This is an optimization exercise on Yosys and OpenROAD, whose aim is small area, a short achievable clock period and few clock cycles, not a production implementation. Where RTL was checked, it was by simulation tests only, not by an equivalence proof against the original.

==> 03-28: inputs <==
==> flow/design.v (excerpt) <==
module blob_tracker_top (
	input  logic          crystal_clk_div_by_two,
	input  logic          reset,
	input  logic          start,
	input  logic          select_mode,	 
	input  logic          report_mode,	 
	input  logic [15:0]   minimum_blob_size,
	input  logic [15:0]   blob_count,
	output logic          psel,
	output logic          penable,
	output logic          pwrite,
	output logic [17:0]   paddr,
	output logic [31:0]   pwdata,
	input  logic [31:0]   prdata,
	input  logic          pready,
	output logic [191:0]  centroids,	 
	output logic          done
);
clock: 8.0 ns
lec_check: 0
cap_margin: 20
core_margin: 2
core_utilization: 40
slew_margin: 20
run.sh (not shown) runs the stock make flow with config.mk's settings and CLKGATE_MAP_FILE= SYNTH_SCRIPT=/design/flow/synth_recipe.tcl, a recipe that flattens the netlist after the stock synthesis.
==> 09-04: changes against 03-28 <==
==> flow/design.v (replaced) <==
`timescale 1ns/1ps
`timescale 1ns/1ps
`timescale 1ns/1ps
`timescale 1ns/1ps
`timescale 1ns/1ps
module blob_tracker_top (
	input  logic          crystal_clk_div_by_two,
	input  logic          reset,
	input  logic          start,
	input  logic          select_mode,	 
	input  logic          report_mode,	 
	input  logic [15:0]   minimum_blob_size,
	input  logic [15:0]   blob_count,
	output logic          psel,
	output logic          penable,
	output logic          pwrite,
	output logic [17:0]   paddr,
	output logic [31:0]   pwdata,
	input  logic [31:0]   prdata,
	input  logic          pready,
	output logic [191:0]  centroids,	 
	output logic          done
);
	localparam [1:0] PH_IDLE = 2'd0, PH_SCAN = 2'd1, PH_REP = 2'd2, PH_DONE = 2'd3;
	localparam [7:0] MAX_HEIGHT = 8'd120;	 
	logic [1:0]   ph;
	logic         w1;	 
	logic         ins;	 
	logic         okq;	 
	logic         sel_q;	 
	logic         rmode_q;	 
	logic [2:0]   code;	 
	logic         crow;	 
	logic [15:0]  mreg;	 
	logic [15:0]  nidx;	 
	logic         lastq;	 
	logic         lastw;	 
	logic [2:0]   k;	 
	logic         cur_row;	 
	logic         rdp;	 
	logic [191:0] slots;
	assign centroids = slots;
	assign pwdata    = {mreg, 16'h0000};
	assign done      = (ph == PH_DONE);
	logic cpl;	 
	logic bus_free;	 
	assign cpl      = psel && penable && pready;
	assign bus_free = !psel || (penable && pready);
	logic [7:0] pcode;
	logic       rel;
	logic       prow;
	assign pcode = prdata[7:0];
	assign rel   = rmode_q ? (pcode[7:2] == 6'd0 && (pcode[1] ^ pcode[0]))
	                       : (pcode[7:3] == 5'd0 && pcode[2:0] != 3'd0 && pcode[2:0] != 3'd7);
	assign prow  = rmode_q ? pcode[1] : pcode[2];	 
	logic [2:0] cmp;
	for (genvar j = 0; j < 3; j++) begin : g_cmp
		bt_gt16 u_gt (
			.a  (mreg),
			.b  (crow ? slots[32*(j+3)+16 +: 16] : slots[32*j+16 +: 16]),
			.gt (cmp[j])
		);
	end
	logic [5:0]  ld;	 
	logic [5:0]  sh;	 
	logic [31:0] fresh;
	logic        en;	 
	assign en = ins && okq;
	logic [15:0] tail_n;
	logic        tail_full;
	logic        rot;	 
	assign tail_n    = cur_row ? slots[5*32 +: 16] : slots[2*32 +: 16];
	assign tail_full = (tail_n != 16'd0);
	assign rot = (ph == PH_REP) && (rdp ? cpl : (k != 3'd6 && !tail_full && !ins));
	logic [17:0] radr;
	assign radr = {1'b0, tail_n, 1'b0} + {2'b0, tail_n} + 18'h000ff;
	logic [15:0] ahi_inc;
	logic [2:0]  alo1, alo2, alo3;
	logic [17:0] ap1, ap2, ap3;
	assign ahi_inc = paddr[17:2] + 16'd1;
	assign alo1    = {1'b0, paddr[1:0]} + 3'd1;
	assign alo2    = {1'b0, paddr[1:0]} + 3'd2;
	assign alo3    = {1'b0, paddr[1:0]} + 3'd3;
	assign ap1     = {alo1[2] ? ahi_inc : paddr[17:2], alo1[1:0]};
	assign ap2     = {alo2[2] ? ahi_inc : paddr[17:2], alo2[1:0]};
	assign ap3     = {alo3[2] ? ahi_inc : paddr[17:2], alo3[1:0]};
	always_comb begin
		ld = 6'd0;
		sh = 6'd0;
		if (ph == PH_IDLE) begin
			ld = 6'b111111;
		end else begin
			if (en) begin
				if (!rmode_q) begin
					for (int s = 0; s < 6; s++)
						if (code == 3'(s + 1) && cmp[s % 3])
							ld[s] = 1'b1;
				end else begin
					for (int r = 0; r < 2; r++)
						if (crow == r) begin
							ld[3*r]   = cmp[0];
							sh[3*r+1] = cmp[0];
							ld[3*r+1] = cmp[1] && !cmp[0];
							sh[3*r+2] = cmp[1];
							ld[3*r+2] = cmp[2] && !cmp[1];
						end
				end
			end
			if (rot) begin
				ld[3*cur_row]   = 1'b1;
				sh[3*cur_row+1] = 1'b1;
				sh[3*cur_row+2] = 1'b1;
			end
		end
	end
	always_comb begin
		if (ph == PH_IDLE)
			fresh = {minimum_blob_size, 16'd0};
		else if (ph == PH_REP && !ins)
			fresh = rdp ? prdata : 32'd0;
		else
			fresh = {mreg, nidx};
	end
	always_ff @(posedge crystal_clk_div_by_two) begin
		for (int s = 0; s < 6; s++) begin
			if (sh[s])
				slots[32*s +: 32] <= slots[32*(s-1) +: 32];
			else if (ld[s])
				slots[32*s +: 32] <= fresh;
		end
	end
	always_ff @(posedge crystal_clk_div_by_two) begin
		if (ph == PH_IDLE)
			nidx <= 16'd0;
		else if (ph == PH_SCAN && cpl && !w1)
			nidx <= nidx + 16'd1;
		lastq <= (nidx + 16'd1 == blob_count);
	end
	always_ff @(posedge crystal_clk_div_by_two) begin
		if (reset) begin
			psel    <= 1'b0;
			penable <= 1'b0;
		end else if (psel && !penable) begin
			penable <= 1'b1;
		end else if (bus_free) begin
			psel    <= 1'b0;
			penable <= 1'b0;
		end
		ins <= 1'b0;
		if (reset || !start) begin
			ph <= PH_IDLE;
		end else begin
			case (ph)
				PH_IDLE: begin
					sel_q   <= select_mode;
					rmode_q <= report_mode;
					w1      <= 1'b0;
					k       <= 3'd0;
					rdp     <= 1'b0;
					cur_row <= 1'b0;
					if (blob_count == 16'd0) begin
						ph <= PH_REP;
					end else if (bus_free) begin
						ph     <= PH_SCAN;
						paddr  <= 18'h00100;
						psel   <= 1'b1;
						pwrite <= 1'b0;
					end
				end
				PH_SCAN: begin
					cur_row <= !crow;	 
					if (cpl) begin
						if (!w1) begin
							code  <= pcode[2:0];
							crow  <= prow;
							lastw <= lastq;
							w1    <= rel;
							paddr <= rel ? ap1 : lastq ? radr : ap3;
							psel  <= 1'b1;
						end else begin
							mreg  <= sel_q ? {8'd0, prdata[23:16]} : prdata[15:0];
							okq   <= !(sel_q && prdata[23:16] > MAX_HEIGHT);
							ins   <= 1'b1;
							w1    <= 1'b0;
							paddr <= lastw ? radr : ap2;
							psel  <= 1'b1;
						end
						if (w1 ? lastw : (lastq && !rel)) begin
							ph      <= PH_REP;
							cur_row <= cur_row;
							rdp     <= tail_full;
							psel    <= tail_full;
						end
					end
				end
				PH_REP: begin
					if (rdp) begin
						if (cpl) begin
							mreg   <= prdata[31:16];
							pwrite <= 1'b1;
							psel   <= 1'b1;
							rdp    <= 1'b0;
							k      <= k + 3'd1;
							if (k == 3'd2)
								cur_row <= !cur_row;
						end
					end else if (k != 3'd6) begin
						if (tail_full) begin
							if (bus_free) begin
								paddr  <= radr;
								pwrite <= 1'b0;
								psel   <= 1'b1;
								rdp    <= 1'b1;
							end
						end else if (!ins) begin
							k <= k + 3'd1;
							if (k == 3'd2)
								cur_row <= !cur_row;
						end
					end else if (bus_free) begin
						ph <= PH_DONE;
					end
				end
				default: ;	 
			endcase
		end
	end
endmodule
module bt_gt16 (
	input  logic [15:0] a,
	input  logic [15:0] b,
	output logic        gt
);
	logic [15:0] g0, l0;
	logic [7:0]  g1, l1;
	logic [3:0]  g2, l2;
	logic [1:0]  g3, l3;
	always_comb begin
		g0 = a & ~b;
		l0 = ~a & b;
		for (int i = 0; i < 8; i++) begin
			g1[i] = g0[2*i+1] | (~l0[2*i+1] & g0[2*i]);
			l1[i] = l0[2*i+1] | (~g0[2*i+1] & l0[2*i]);
		end
		for (int i = 0; i < 4; i++) begin
			g2[i] = g1[2*i+1] | (~l1[2*i+1] & g1[2*i]);
			l2[i] = l1[2*i+1] | (~g1[2*i+1] & l1[2*i]);
		end
		for (int i = 0; i < 2; i++) begin
			g3[i] = g2[2*i+1] | (~l2[2*i+1] & g2[2*i]);
			l3[i] = l2[2*i+1] | (~g2[2*i+1] & l2[2*i]);
		end
		gt = g3[1] | (~l3[1] & g3[0]);
	end
endmodule
==> flow/flow/run.sh (new file) <==
#!/bin/bash
set -euo pipefail
export BUFFER_PORTS_ARGS="-buffer_cell sky130_fd_sc_hd__buf_1"
bash standard.sh > standard.log 2>&1
==> flow/standard.sh (new file) <==
#!/bin/bash
# synth_recipe.tcl (not shown) runs the flow's synth.tcl, then flattens the netlist and writes it again
# the make line also repeats each setting of config.mk as NAME=value (left out here)
make -C /OpenROAD-flow-scripts/flow DESIGN_CONFIG=/design/flow/config.mk WORK_HOME=/design/flow/orfs CLKGATE_MAP_FILE= SYNTH_SCRIPT=/design/flow/synth_recipe.tcl "${@:-finish}"
--- a/flow/config.mk
+++ b/flow/config.mk
@@ -5,7 +5,8 @@
 export SDC_FILE = /design/flow/constraint.sdc
 export NUM_CORES = 4
 export LEC_CHECK = 0
 export CAP_MARGIN = 20
 export CORE_MARGIN = 2
 export CORE_UTILIZATION = 40
+export SETUP_SLACK_MARGIN = 4.5
 export SLEW_MARGIN = 20
removed: flow/run.sh
==> 06-27: changes against 03-28 <==
--- a/flow/design.v
+++ b/flow/design.v
@@ -30,13 +30,13 @@
 	logic         rmode_q;	 
 	logic [2:0]   code;	 
 	logic [15:0]  mreg;	 
 	logic [15:0]  nidx;	 
 	logic         lastq;	 
 	logic [2:0]   k;	 
-	logic         rrow;	 
+	logic         cur_row;	 
 	logic         rdp;	 
 	logic [191:0] slots;
 	assign centroids = slots;
 	assign pwdata    = {mreg, 16'h0000};
 	assign done      = (ph == PH_DONE);
 	logic cpl;	 
@@ -53,26 +53,24 @@
 		if (sel_q)
 			pmetric = (prdata[23:16] > MAX_HEIGHT) ? 16'd0 : {8'd0, prdata[23:16]};
 		else
 			pmetric = prdata[15:0];
 	end
 	logic [5:0] beats;
-	always_comb
-		for (int s = 0; s < 6; s++)
-			beats[s] = mreg > slots[32*s+16 +: 16];
+	for (genvar s = 0; s < 6; s++) begin : g_cmp
+		bt_gt16 u_gt (.a(mreg), .b(slots[32*s+16 +: 16]), .gt(beats[s]));
+	end
 	logic cand_row;	 
 	assign cand_row = rmode_q ? (code == 3'd2) : (code >= 3'd4);
 	logic [5:0] ld;	 
 	logic [5:0] sh;	 
 	logic [31:0] fresh;
-	logic        cur_row;	 
 	logic [15:0] tail_n;
 	logic        tail_full;
 	logic [17:0] rep_addr;	 
 	logic        rot;	 
-	assign cur_row   = rrow ^ (k >= 3'd3);
 	assign tail_n    = cur_row ? slots[5*32 +: 16] : slots[2*32 +: 16];
 	assign tail_full = (tail_n != 16'd0);
 	assign rep_addr  = 18'h000ff + {1'b0, tail_n, 1'b0} + {2'b0, tail_n};
 	assign rot = (ph == PH_REP) && (rdp ? cpl : (k != 3'd6 && !tail_full && !ins));
 	logic scan_end;
 	assign scan_end = (ph == PH_SCAN) && cpl && lastq && (w1 || !rel);
@@ -118,23 +116,30 @@
 			if (sh[s])
 				slots[32*s +: 32] <= slots[32*(s-1) +: 32];
 			else if (ld[s])
 				slots[32*s +: 32] <= fresh;
 		end
 	end
-	logic [15:0] nidx_d;
-	always_comb begin
-		nidx_d = nidx;
-		if (ph == PH_IDLE)
-			nidx_d = 16'd1;
-		else if (ph == PH_SCAN && (ins || (cpl && !w1 && !rel)))
-			nidx_d = nidx + 16'd1;
-	end
+	logic [15:0] nidx_inc;
+	logic        next_rec;	 
+	logic        eq_cur, eq_inc, eq_one;
+	assign nidx_inc = nidx + 16'd1;
+	assign next_rec = (ph == PH_SCAN) && (ins || (cpl && !w1 && !rel));
+	assign eq_cur   = (nidx == blob_count);
+	assign eq_inc   = (nidx_inc == blob_count);
+	assign eq_one   = (blob_count == 16'd1);
 	always_ff @(posedge crystal_clk_div_by_two) begin
-		nidx  <= nidx_d;
-		lastq <= (nidx_d == blob_count);
+		if (ph == PH_IDLE) begin
+			nidx  <= 16'd1;
+			lastq <= eq_one;
+		end else if (next_rec) begin
+			nidx  <= nidx_inc;
+			lastq <= eq_inc;
+		end else begin
+			lastq <= eq_cur;
+		end
 	end
 	always_ff @(posedge crystal_clk_div_by_two) begin
 		if (reset) begin
 			psel    <= 1'b0;
 			penable <= 1'b0;
 		end else if (psel && !penable) begin
@@ -153,14 +158,14 @@
 					rmode_q <= report_mode;
 					paddr   <= 18'h00100;
 					w1      <= 1'b0;
 					k       <= 3'd0;
 					rdp     <= 1'b0;
 					if (blob_count == 16'd0) begin
-						ph   <= PH_REP;
-						rrow <= 1'b0;
+						ph      <= PH_REP;
+						cur_row <= 1'b0;
 					end else if (bus_free) begin
 						ph     <= PH_SCAN;
 						psel   <= 1'b1;
 						pwrite <= 1'b0;
 					end
 				end
@@ -184,14 +189,14 @@
 								paddr <= paddr + 18'd2;
 								psel  <= 1'b1;
 							end
 						end
 					end
 					if (scan_end) begin
-						ph   <= PH_REP;
-						rrow <= !cand_row;
+						ph      <= PH_REP;
+						cur_row <= !cand_row;
 						if ((cand_row ? slots[2*32 +: 16] : slots[5*32 +: 16]) != 16'd0) begin
 							paddr <= 18'h000ff + {1'b0, cand_row ? slots[2*32 +: 16] : slots[5*32 +: 16], 1'b0}
 							       + {2'b0, cand_row ? slots[2*32 +: 16] : slots[5*32 +: 16]};
 							psel  <= 1'b1;
 							rdp   <= 1'b1;
 						end
@@ -202,27 +207,58 @@
 						if (cpl) begin
 							mreg   <= prdata[31:16];
 							pwrite <= 1'b1;
 							psel   <= 1'b1;
 							rdp    <= 1'b0;
 							k      <= k + 3'd1;
+							if (k == 3'd2)
+								cur_row <= !cur_row;
 						end
 					end else if (k != 3'd6) begin
 						if (tail_full) begin
 							if (bus_free) begin
 								paddr  <= rep_addr;
 								pwrite <= 1'b0;
 								psel   <= 1'b1;
 								rdp    <= 1'b1;
 							end
 						end else if (!ins) begin
 							k <= k + 3'd1;
+							if (k == 3'd2)
+								cur_row <= !cur_row;
 						end
 					end else if (bus_free) begin
 						ph <= PH_DONE;
 					end
 				end
 				default: ;	 
 			endcase
 		end
 	end
 endmodule
+module bt_gt16 (
+	input  logic [15:0] a,
+	input  logic [15:0] b,
+	output logic        gt
+);
+	logic [15:0] g0, l0;
+	logic [7:0]  g1, l1;
+	logic [3:0]  g2, l2;
+	logic [1:0]  g3, l3;
+	always_comb begin
+		g0 = a & ~b;
+		l0 = ~a & b;
+		for (int i = 0; i < 8; i++) begin
+			g1[i] = g0[2*i+1] | (~l0[2*i+1] & g0[2*i]);
+			l1[i] = l0[2*i+1] | (~g0[2*i+1] & l0[2*i]);
+		end
+		for (int i = 0; i < 4; i++) begin
+			g2[i] = g1[2*i+1] | (~l1[2*i+1] & g1[2*i]);
+			l2[i] = l1[2*i+1] | (~g1[2*i+1] & l1[2*i]);
+		end
+		for (int i = 0; i < 2; i++) begin
+			g3[i] = g2[2*i+1] | (~l2[2*i+1] & g2[2*i]);
+			l3[i] = l2[2*i+1] | (~g2[2*i+1] & l2[2*i]);
+		end
+		gt = g3[1] | (~l3[1] & g3[0]);
+	end
+endmodule
==> flow/config.mk (replaced) <==
export PLATFORM = sky130hd
export DESIGN_NAME = blob_tracker_top
export DESIGN_NICKNAME = blob_tracker_top
export VERILOG_FILES = /design/flow/design.v
export SDC_FILE = /design/flow/constraint.sdc
export NUM_CORES = 4
export LEC_CHECK = 0
export ABC_CLOCK_PERIOD_IN_PS = 3000
export CAP_MARGIN = 20
export CORE_MARGIN = 2
export CORE_UTILIZATION = 40
export SETUP_SLACK_MARGIN = 5
export SLEW_MARGIN = 20
==> 05-11: changes against 03-28 <==
--- a/flow/design.v
+++ b/flow/design.v
@@ -30,13 +30,13 @@
 	logic         rmode_q;	 
 	logic [2:0]   code;	 
 	logic [15:0]  mreg;	 
 	logic [15:0]  nidx;	 
 	logic         lastq;	 
 	logic [2:0]   k;	 
-	logic         rrow;	 
+	logic         cur_row;	 
 	logic         rdp;	 
 	logic [191:0] slots;
 	assign centroids = slots;
 	assign pwdata    = {mreg, 16'h0000};
 	assign done      = (ph == PH_DONE);
 	logic cpl;	 
@@ -53,26 +53,24 @@
 		if (sel_q)
 			pmetric = (prdata[23:16] > MAX_HEIGHT) ? 16'd0 : {8'd0, prdata[23:16]};
 		else
 			pmetric = prdata[15:0];
 	end
 	logic [5:0] beats;
-	always_comb
-		for (int s = 0; s < 6; s++)
-			beats[s] = mreg > slots[32*s+16 +: 16];
+	for (genvar s = 0; s < 6; s++) begin : g_cmp
+		bt_gt16 u_gt (.a(mreg), .b(slots[32*s+16 +: 16]), .gt(beats[s]));
+	end
 	logic cand_row;	 
 	assign cand_row = rmode_q ? (code == 3'd2) : (code >= 3'd4);
 	logic [5:0] ld;	 
 	logic [5:0] sh;	 
 	logic [31:0] fresh;
-	logic        cur_row;	 
 	logic [15:0] tail_n;
 	logic        tail_full;
 	logic [17:0] rep_addr;	 
 	logic        rot;	 
-	assign cur_row   = rrow ^ (k >= 3'd3);
 	assign tail_n    = cur_row ? slots[5*32 +: 16] : slots[2*32 +: 16];
 	assign tail_full = (tail_n != 16'd0);
 	assign rep_addr  = 18'h000ff + {1'b0, tail_n, 1'b0} + {2'b0, tail_n};
 	assign rot = (ph == PH_REP) && (rdp ? cpl : (k != 3'd6 && !tail_full && !ins));
 	logic scan_end;
 	assign scan_end = (ph == PH_SCAN) && cpl && lastq && (w1 || !rel);
@@ -118,23 +116,30 @@
 			if (sh[s])
 				slots[32*s +: 32] <= slots[32*(s-1) +: 32];
 			else if (ld[s])
 				slots[32*s +: 32] <= fresh;
 		end
 	end
-	logic [15:0] nidx_d;
-	always_comb begin
-		nidx_d = nidx;
-		if (ph == PH_IDLE)
-			nidx_d = 16'd1;
-		else if (ph == PH_SCAN && (ins || (cpl && !w1 && !rel)))
-			nidx_d = nidx + 16'd1;
-	end
+	logic [15:0] nidx_inc;
+	logic        next_rec;	 
+	logic        eq_cur, eq_inc, eq_one;
+	assign nidx_inc = nidx + 16'd1;
+	assign next_rec = (ph == PH_SCAN) && (ins || (cpl && !w1 && !rel));
+	assign eq_cur   = (nidx == blob_count);
+	assign eq_inc   = (nidx_inc == blob_count);
+	assign eq_one   = (blob_count == 16'd1);
 	always_ff @(posedge crystal_clk_div_by_two) begin
-		nidx  <= nidx_d;
-		lastq <= (nidx_d == blob_count);
+		if (ph == PH_IDLE) begin
+			nidx  <= 16'd1;
+			lastq <= eq_one;
+		end else if (next_rec) begin
+			nidx  <= nidx_inc;
+			lastq <= eq_inc;
+		end else begin
+			lastq <= eq_cur;
+		end
 	end
 	always_ff @(posedge crystal_clk_div_by_two) begin
 		if (reset) begin
 			psel    <= 1'b0;
 			penable <= 1'b0;
 		end else if (psel && !penable) begin
@@ -153,14 +158,14 @@
 					rmode_q <= report_mode;
 					paddr   <= 18'h00100;
 					w1      <= 1'b0;
 					k       <= 3'd0;
 					rdp     <= 1'b0;
 					if (blob_count == 16'd0) begin
-						ph   <= PH_REP;
-						rrow <= 1'b0;
+						ph      <= PH_REP;
+						cur_row <= 1'b0;
 					end else if (bus_free) begin
 						ph     <= PH_SCAN;
 						psel   <= 1'b1;
 						pwrite <= 1'b0;
 					end
 				end
@@ -184,14 +189,14 @@
 								paddr <= paddr + 18'd2;
 								psel  <= 1'b1;
 							end
 						end
 					end
 					if (scan_end) begin
-						ph   <= PH_REP;
-						rrow <= !cand_row;
+						ph      <= PH_REP;
+						cur_row <= !cand_row;
 						if ((cand_row ? slots[2*32 +: 16] : slots[5*32 +: 16]) != 16'd0) begin
 							paddr <= 18'h000ff + {1'b0, cand_row ? slots[2*32 +: 16] : slots[5*32 +: 16], 1'b0}
 							       + {2'b0, cand_row ? slots[2*32 +: 16] : slots[5*32 +: 16]};
 							psel  <= 1'b1;
 							rdp   <= 1'b1;
 						end
@@ -202,27 +207,58 @@
 						if (cpl) begin
 							mreg   <= prdata[31:16];
 							pwrite <= 1'b1;
 							psel   <= 1'b1;
 							rdp    <= 1'b0;
 							k      <= k + 3'd1;
+							if (k == 3'd2)
+								cur_row <= !cur_row;
 						end
 					end else if (k != 3'd6) begin
 						if (tail_full) begin
 							if (bus_free) begin
 								paddr  <= rep_addr;
 								pwrite <= 1'b0;
 								psel   <= 1'b1;
 								rdp    <= 1'b1;
 							end
 						end else if (!ins) begin
 							k <= k + 3'd1;
+							if (k == 3'd2)
+								cur_row <= !cur_row;
 						end
 					end else if (bus_free) begin
 						ph <= PH_DONE;
 					end
 				end
 				default: ;	 
 			endcase
 		end
 	end
 endmodule
+module bt_gt16 (
+	input  logic [15:0] a,
+	input  logic [15:0] b,
+	output logic        gt
+);
+	logic [15:0] g0, l0;
+	logic [7:0]  g1, l1;
+	logic [3:0]  g2, l2;
+	logic [1:0]  g3, l3;
+	always_comb begin
+		g0 = a & ~b;
+		l0 = ~a & b;
+		for (int i = 0; i < 8; i++) begin
+			g1[i] = g0[2*i+1] | (~l0[2*i+1] & g0[2*i]);
+			l1[i] = l0[2*i+1] | (~g0[2*i+1] & l0[2*i]);
+		end
+		for (int i = 0; i < 4; i++) begin
+			g2[i] = g1[2*i+1] | (~l1[2*i+1] & g1[2*i]);
+			l2[i] = l1[2*i+1] | (~g1[2*i+1] & l1[2*i]);
+		end
+		for (int i = 0; i < 2; i++) begin
+			g3[i] = g2[2*i+1] | (~l2[2*i+1] & g2[2*i]);
+			l3[i] = l2[2*i+1] | (~g2[2*i+1] & l2[2*i]);
+		end
+		gt = g3[1] | (~l3[1] & g3[0]);
+	end
+endmodule
==> summary of the runs <==
06-27 finished clean. 09-04 completed with no timing, DRC or antenna violations. 03-28 produced a clean layout. 05-11 ran to the end with no violations.
The highest register-to-register slack belongs to 09-04, the lowest to 03-28.
Against 09-04, the via count of 06-27 is higher by 36%.
In 03-28 the routed wire length is smaller than in 05-11, by about 2.4%.
The lowest final area belongs to 09-04, the highest to 06-27.
Against 03-28, the cell count of 06-27 is higher by 10%.
==> figures <==
Area of combinational cells with multiple inputs: 05-11 0.00894 mm²; 09-04 0.00773 mm²; 06-27 0.0107 mm²; 03-28 0.00941 mm²
Result of the run: 05-11 no timing/DRC/antenna violations; 09-04 no timing/DRC/antenna violations; 06-27 no timing/DRC/antenna violations; 03-28 no timing/DRC/antenna violations
Detail Route met3 WL: 05-11 4710 µm; 09-04 3970 µm; 06-27 6520 µm; 03-28 4330 µm
TritonCTS sink count: 05-11 260; 09-04 263; 06-27 260; 03-28 260
Warnings, synthesis: 05-11 3; 09-04 3; 06-27 3; 03-28 2
Startpoint of the worst register-to-register path: 05-11 rmode_q$_DFFE_PP_; 09-04 crow$_DFFE_PP_; 06-27 rmode_q$_DFFE_PP_; 03-28 k[0]$_SDFFCE_PN0P_
CP max FO: 05-11 27; 09-04 8; 06-27 5; 03-28 40
Post-layout minimum cycle time: 05-11 4.75 ns; 09-04 3.50 ns; 06-27 3.66 ns; 03-28 5.02 ns
Number of inserted filler cells in the final layout: 05-11 3920; 09-04 3444; 06-27 3367; 03-28 4145
Adder-Cell Fraction of Synth Area: 05-11 7.84%; 09-04 4.32%; 06-27 7.84%; 03-28 11.2%
Via total after detailed routing: 05-11 15000; 09-04 12700; 06-27 17300; 03-28 15200
Testbench counts of 03-28, summed over its fixed seeds: cycles 21,336.
Testbench counts of 09-04, summed over its fixed seeds: cycles 21,339.
Function not checked in 06-27 and 05-11: the RTL went through the layout flow alone.

-- port drivers added, routing unchanged --
The flow's constraints put no driver on any port. The routed layouts listed below were extracted and timed again, unchanged, in two steps.
Step 1, drivers: a clkbuf_16 drives crystal_clk_div_by_two and a buf_2 each remaining input, both assumed.
Step 2 adds t to the input delays and takes it off the output delays; t is the mean of the earliest and latest rising clock arrival at the registers after step 1. Input paths then give back, and output paths get back, about the clock's delay inside the block.
Three values: ideal, step 1, step 2; two values: the first two.
| run | t (ns) | slack for setup (ns) | worst hold slack (ns) | pins driven straight from the clock port |
|---|---|---|---|---|
| 03-28 | 0.623 | 2.977 / 2.977 / 2.822 | 0.551 / 0.551 / 0.551 | 1 |
| 09-04 | 0.627 | 4.498 / 4.498 / 4.057 | 0.556 / 0.556 / 0.556 | 1 |
| 06-27 | 0.636 | 4.339 / 4.339 / 4.000 | 0.543 / 0.543 / 0.543 | 1 |
| 05-11 | 0.639 | 3.250 / 3.250 / 2.747 | 0.549 / 0.549 / 0.549 | 1 |
After both steps setup and hold are still met in every run listed. The setup slack of 05-11, which loses most, moves by 0.000 ns with the drivers and by -0.503 ns with both steps.
